Source: an optimization exercise on an open RTL-to-GDS flow (aim: small area). Production flows keep margins and buffers that such runs may drop. Where RTL was checked, it was by simulation tests only, not by an equivalence proof against the original. Power is estimated from default activity; no workload was simulated.

== run Y ==
// adventureTop
module adventureTop (
	input  logic       turn,
	input  logic       rst,
	input  logic [3:0] buttons,
	input  adventurePkg::pixelX_t    pixelX,
	input  adventurePkg::pixelY_t    pixelY,
	input  logic       blank,
	input  adventurePkg::color_t     mapPixel,
	output adventurePkg::color_t     color,
	output adventurePkg::roomCoord_t roomX,
	output adventurePkg::roomCoord_t roomY,
	output adventurePkg::color_t     roomColor
);
For scale: about 900 cells after synthesis, about 58 I/O pins.
Settings: LEC_CHECK=0, CAP_MARGIN=0, CORE_MARGIN=2, CORE_UTILIZATION=70, CTS_BUF_LIST=sky130_fd_sc_hd__clkbuf_8, GPL_TIMING_DRIVEN=0, SETUP_SLACK_MARGIN=0.15, SLEW_MARGIN=0; clock period 5.0 ns.
standard.sh (not shown) runs the stock make flow with config.mk's settings and CLKGATE_MAP_FILE= SYNTH_SCRIPT=/design/flow/synth_recipe.tcl, a recipe that flattens the netlist after the stock synthesis.
==> flow/flow/run.sh <==
#!/bin/bash
# Layout flow: the standard flow, except that the port buffers are the
# smallest buffer cell and clock tree synthesis uses larger sink clusters and
# no dummy loads. The flow's output goes to standard.log here; each step's
# log is kept in orfs/logs/ by the flow scripts.
set -o pipefail
bash standard.sh finish "BUFFER_PORTS_ARGS=-buffer_cell sky130_fd_sc_hd__buf_1" \
	"CTS_ARGS=-sink_clustering_enable -repair_clock_nets -buf_list sky130_fd_sc_hd__clkbuf_8 -dont_use_dummy_load -sink_clustering_size 20 -sink_clustering_max_diameter 80" \
	> standard.log 2>&1
What run H does differently from run Y at the input level:
-- flow/design.v --
<<< run Y, line 329
		end
	end
	function automatic logic [9:0] move10(input logic [9:0] x, input logic mv, input logic neg,
			input logic big);
		logic down, c3, inc, dec, t, z;
		down = neg ^ big;
		c3 = down ? (x[2:0] != 3'd0) : (x[2:0] == 3'd7);
		inc = mv && !neg && c3;
		dec = mv && neg && !c3;
		move10[2:0] = !mv ? x[2:0] : down ? x[2:0] - 3'd1 : x[2:0] + 3'd1;
		t = 1'b1;
		z = 1'b1;
		for (int i = 3; i < 10; i++) begin
			move10[i] = x[i] ^ ((inc && t) || (dec && z));
			t = t && x[i];
			z = z && !x[i];
		end
	endfunction
	function automatic logic [8:0] move9(input logic [8:0] x, input logic mv, input logic neg,
			input logic big);
		logic down, c3, inc, dec, t, z;
		down = neg ^ big;
		c3 = down ? (x[2:0] != 3'd0) : (x[2:0] == 3'd7);
		inc = mv && !neg && c3;
		dec = mv && neg && !c3;
		move9[2:0] = !mv ? x[2:0] : down ? x[2:0] - 3'd1 : x[2:0] + 3'd1;
		t = 1'b1;
		z = 1'b1;
		for (int i = 3; i < 9; i++) begin
			move9[i] = x[i] ^ ((inc && t) || (dec && z));
			t = t && x[i];
			z = z && !x[i];
		end
	endfunction
	logic mvX, mvY, negX, negY;
	logic goR, goD, goU, goL;
	always_comb begin
		mvX = step && ((buttons[3] && pxIn(px_n, 17, 1023)) || (buttons[0] && pxIn(px_n, 0, 623)));
		negX = (buttons[3] && pxIn(px_n, 17, 1023)) ? bump : !bump;
		nX = move10(px_n, mvX, negX, bump);
		mvY = step && ((buttons[2] && pyIn(py_n, 11, 511)) || (buttons[1] && pyIn(py_n, 0, 469)));
		negY = (buttons[2] && pyIn(py_n, 11, 511)) ? bump : !bump;
		nY = move9(py_n, mvY, negY, bump);
		goR = step && pxIn(px_n, 624, 1023) && !isR(roomX, 8);
		goD = step && !goR && pyIn(py_n, 470, 511) && !isR(roomY, 8);
>>> run H, line 329
		end
	end
	logic mvX, mvY, negX, negY;
	logic [9:0] dX;
	logic [8:0] dY;
	logic goR, goD, goU, goL;
	always_comb begin
		mvX = step && ((buttons[3] && pxIn(px_n, 17, 1023)) || (buttons[0] && pxIn(px_n, 0, 623)));
		negX = (buttons[3] && pxIn(px_n, 17, 1023)) ? bump : !bump;
		dX = {{7{mvX & negX}}, {2{mvX & (bump ^ negX)}}, mvX};
		nX = add10(px_n, dX);
		mvY = step && ((buttons[2] && pyIn(py_n, 11, 511)) || (buttons[1] && pyIn(py_n, 0, 469)));
		negY = (buttons[2] && pyIn(py_n, 11, 511)) ? bump : !bump;
		dY = {{6{mvY & negY}}, {2{mvY & (bump ^ negY)}}, mvY};
		nY = add9(py_n, dY);
		goR = step && pxIn(px_n, 624, 1023) && !isR(roomX, 8);
		goD = step && !goR && pyIn(py_n, 470, 511) && !isR(roomY, 8);
Notes after the runs:
- Run H vs run Y, dominant combinational cell family by area after synthesis: adder cells vs simple AND/OR/NAND/NOR gates
- The total die area of run H and that of run Y are within noise of each other.
- | sequential power | run H vs run Y | ≈ equal |
- Area growth from synthesis to layout: run H vs run Y up 1.1 points
- Diff run Y -> run H: number of stages on the worst setup path picked up an extra 4; via count now smaller.
- Part of the total power dissipated in combinational logic for run H: 0.2 points up relative to run Y

========
Setup of lane 4:
adventureTop, a different RTL version from the one above (not shown whole).
Size: about 910 cells after synthesis, ~58 I/O pins, roughly 7700 sq um of cells after synthesis.
// adventureTop
module adventureTop (
	input  logic       turn,
	input  logic       rst,
	input  logic [3:0] buttons,
	input  adventurePkg::pixelX_t    pixelX,
	input  adventurePkg::pixelY_t    pixelY,
	input  logic       blank,
	input  adventurePkg::color_t     mapPixel,
	output adventurePkg::color_t     color,
	output adventurePkg::roomCoord_t roomX,
	output adventurePkg::roomCoord_t roomY,
	output adventurePkg::color_t     roomColor
);
	localparam int KX = -16;
	localparam int KY = -15;
	localparam int OX = 15 - KX;   
	localparam int QY = -KY;       
	logic [3:0] count;
	logic       step;
	logic       bump;
	logic [9:0] px_n, cx_n, ox_n;
	logic [8:0] py_n, cy_n, oy_n;
	logic       yU, bU;
	logic [1:0] held;
	logic [3:0] rc;      
	function automatic logic [9:0] add10(input logic [9:0] a, input logic [9:0] b);
		logic c;
		c = 1'b0;
		for (int i = 0; i < 10; i++) begin
			add10[i] = a[i] ^ b[i] ^ c;
			c = (a[i] & b[i]) | (a[i] & c) | (b[i] & c);
		end
	endfunction
	function automatic logic [8:0] add9(input logic [8:0] a, input logic [8:0] b);
		logic c;
		c = 1'b0;
		for (int i = 0; i < 9; i++) begin
			add9[i] = a[i] ^ b[i] ^ c;
			c = (a[i] & b[i]) | (a[i] & c) | (b[i] & c);
		end
	endfunction
	function automatic logic [6:0] add6(input logic [5:0] a, input logic [5:0] b);
		logic c;
		c = 1'b0;
		for (int i = 0; i < 6; i++) begin
			add6[i] = a[i] ^ b[i] ^ c;
			c = (a[i] & b[i]) | (a[i] & c) | (b[i] & c);
		end
		add6[6] = c;
	endfunction
	function automatic logic [5:0] add5(input logic [4:0] a, input logic [4:0] b);
		logic c;
		c = 1'b0;
		for (int i = 0; i < 5; i++) begin
			add5[i] = a[i] ^ b[i] ^ c;
			c = (a[i] & b[i]) | (a[i] & c) | (b[i] & c);
		end
		add5[5] = c;
	endfunction
	function automatic logic hz5(input logic [4:0] a, input logic [4:0] b, input logic cin);
		hz5 = ((a[0] ^ b[0]) == cin);
		for (int i = 1; i < 5; i++)
			hz5 = hz5 && ((a[i] ^ b[i]) == (a[i-1] | b[i-1]));
	endfunction
	function automatic logic hz4(input logic [3:0] a, input logic [3:0] b, input logic cin);
		hz4 = ((a[0] ^ b[0]) == cin);
		for (int i = 1; i < 4; i++)
			hz4 = hz4 && ((a[i] ^ b[i]) == (a[i-1] | b[i-1]));
	endfunction
	function automatic logic in10(input logic [9:0] v, input int lo, input int hi);
		logic [9:0] l, h;
		l = 10'(lo);
		h = 10'(hi);
		if (l <= h)
			in10 = v >= l && v <= h;
  ...
export LEC_CHECK = 0
export CAP_MARGIN = 0
export CORE_MARGIN = 2
export CORE_UTILIZATION = 70
export CTS_BUF_LIST = sky130_fd_sc_hd__clkbuf_8
export GPL_TIMING_DRIVEN = 0
export SETUP_SLACK_MARGIN = 0.08
export SLEW_MARGIN = 0
create_clock -name core_clock -period 5.0 [get_ports {turn}]
Scripts as last shown in full above: flow/flow/run.sh
The following lists how lane 1 was set up differently from lane 4:
--- a/flow/design.v
+++ b/flow/design.v
@@ -77,14 +77,14 @@
 	input  adventurePkg::color_t     mapPixel,
 	output adventurePkg::color_t     color,
 	output adventurePkg::roomCoord_t roomX,
 	output adventurePkg::roomCoord_t roomY,
 	output adventurePkg::color_t     roomColor
 );
-	localparam int KX = -16;
-	localparam int KY = -15;
+	localparam int KX = -15;
+	localparam int KY = -13;
 	localparam int OX = 15 - KX;   
 	localparam int QY = -KY;       
 	logic [3:0] count;
 	logic       step;
 	logic       bump;
 	logic [9:0] px_n, cx_n, ox_n;
Findings:
- Compared with lane 4, lane 1 shows a first-pass detailed-route iteration total that is 2 higher.
- Taking lane 4 as the reference, in lane 1 area overhead of the layout relative to synthesis +1.5 points, worst hold slack across all endpoints -0.0053 ns, wire length of the first global-routing pass -0.35%.
- Re number of violations of the max-capacitance limit: no difference whatsoever between lane 1 and lane 4.
- Worst IR drop on VDD sits lower in lane 1 than in lane 4.
- Comparing lane 4 and lane 1, the lower utilization is on lane 4.
- Summary — final critical-path required period, lane 1 relative to lane 4: higher, by 0.0045 ns.
- ~same floorplan die area in lane 4 and lane 1
- Taking lane 4 as the reference point, the detailed route wirelength on metal3 of lane 1 falls by 0.96%.
- Lane 1 ended with less clock network fraction of total power than lane 4.
- On die boundary width, lane 4 and lane 1 are basically level.
No functional check of the RTL was part of any run of this note.

==> port drivers added, routing unchanged <==
No port has a modelled driver above. Below, the same layouts with a new extraction and two added sets of constraints.
Step 1: set_driving_cell puts a clkbuf_16 on turn and a buf_2 on each other input, an assumption about the parent block.
Step 2 times the ports against the registers' clock, not the clock port: input delays grow and output delays shrink by t, the midpoint of the rising clock arrivals with the driver on.
a / b / c = no drivers / after step 1 / after step 2; a / b = the first two.
| run | shift t [ns] | setup slack, ns | worst setup path after step 2 | latest minus earliest clock arrival (ns) |
|---|---|---|---|---|
| run Y | 0.412 | 0.242 / 0.253 / -0.159 | input to register | 0.027 / 0.027 |
| run H | 0.408 | 0.158 / 0.158 / -0.035 | input to register | 0.024 / 0.024 |
| lane 4 | 0.389 | 0.208 / 0.208 / -0.145 | input to register | 0.023 / 0.023 |
| lane 1 | 0.393 | 0.204 / 0.216 / -0.176 | input to register | 0.021 / 0.021 |
With both steps, setup timing fails in every run listed, where it was met with ideal ports. For run Y, which loses most, drivers alone change the setup slack by +0.011 ns; drivers and shift together by -0.401 ns.
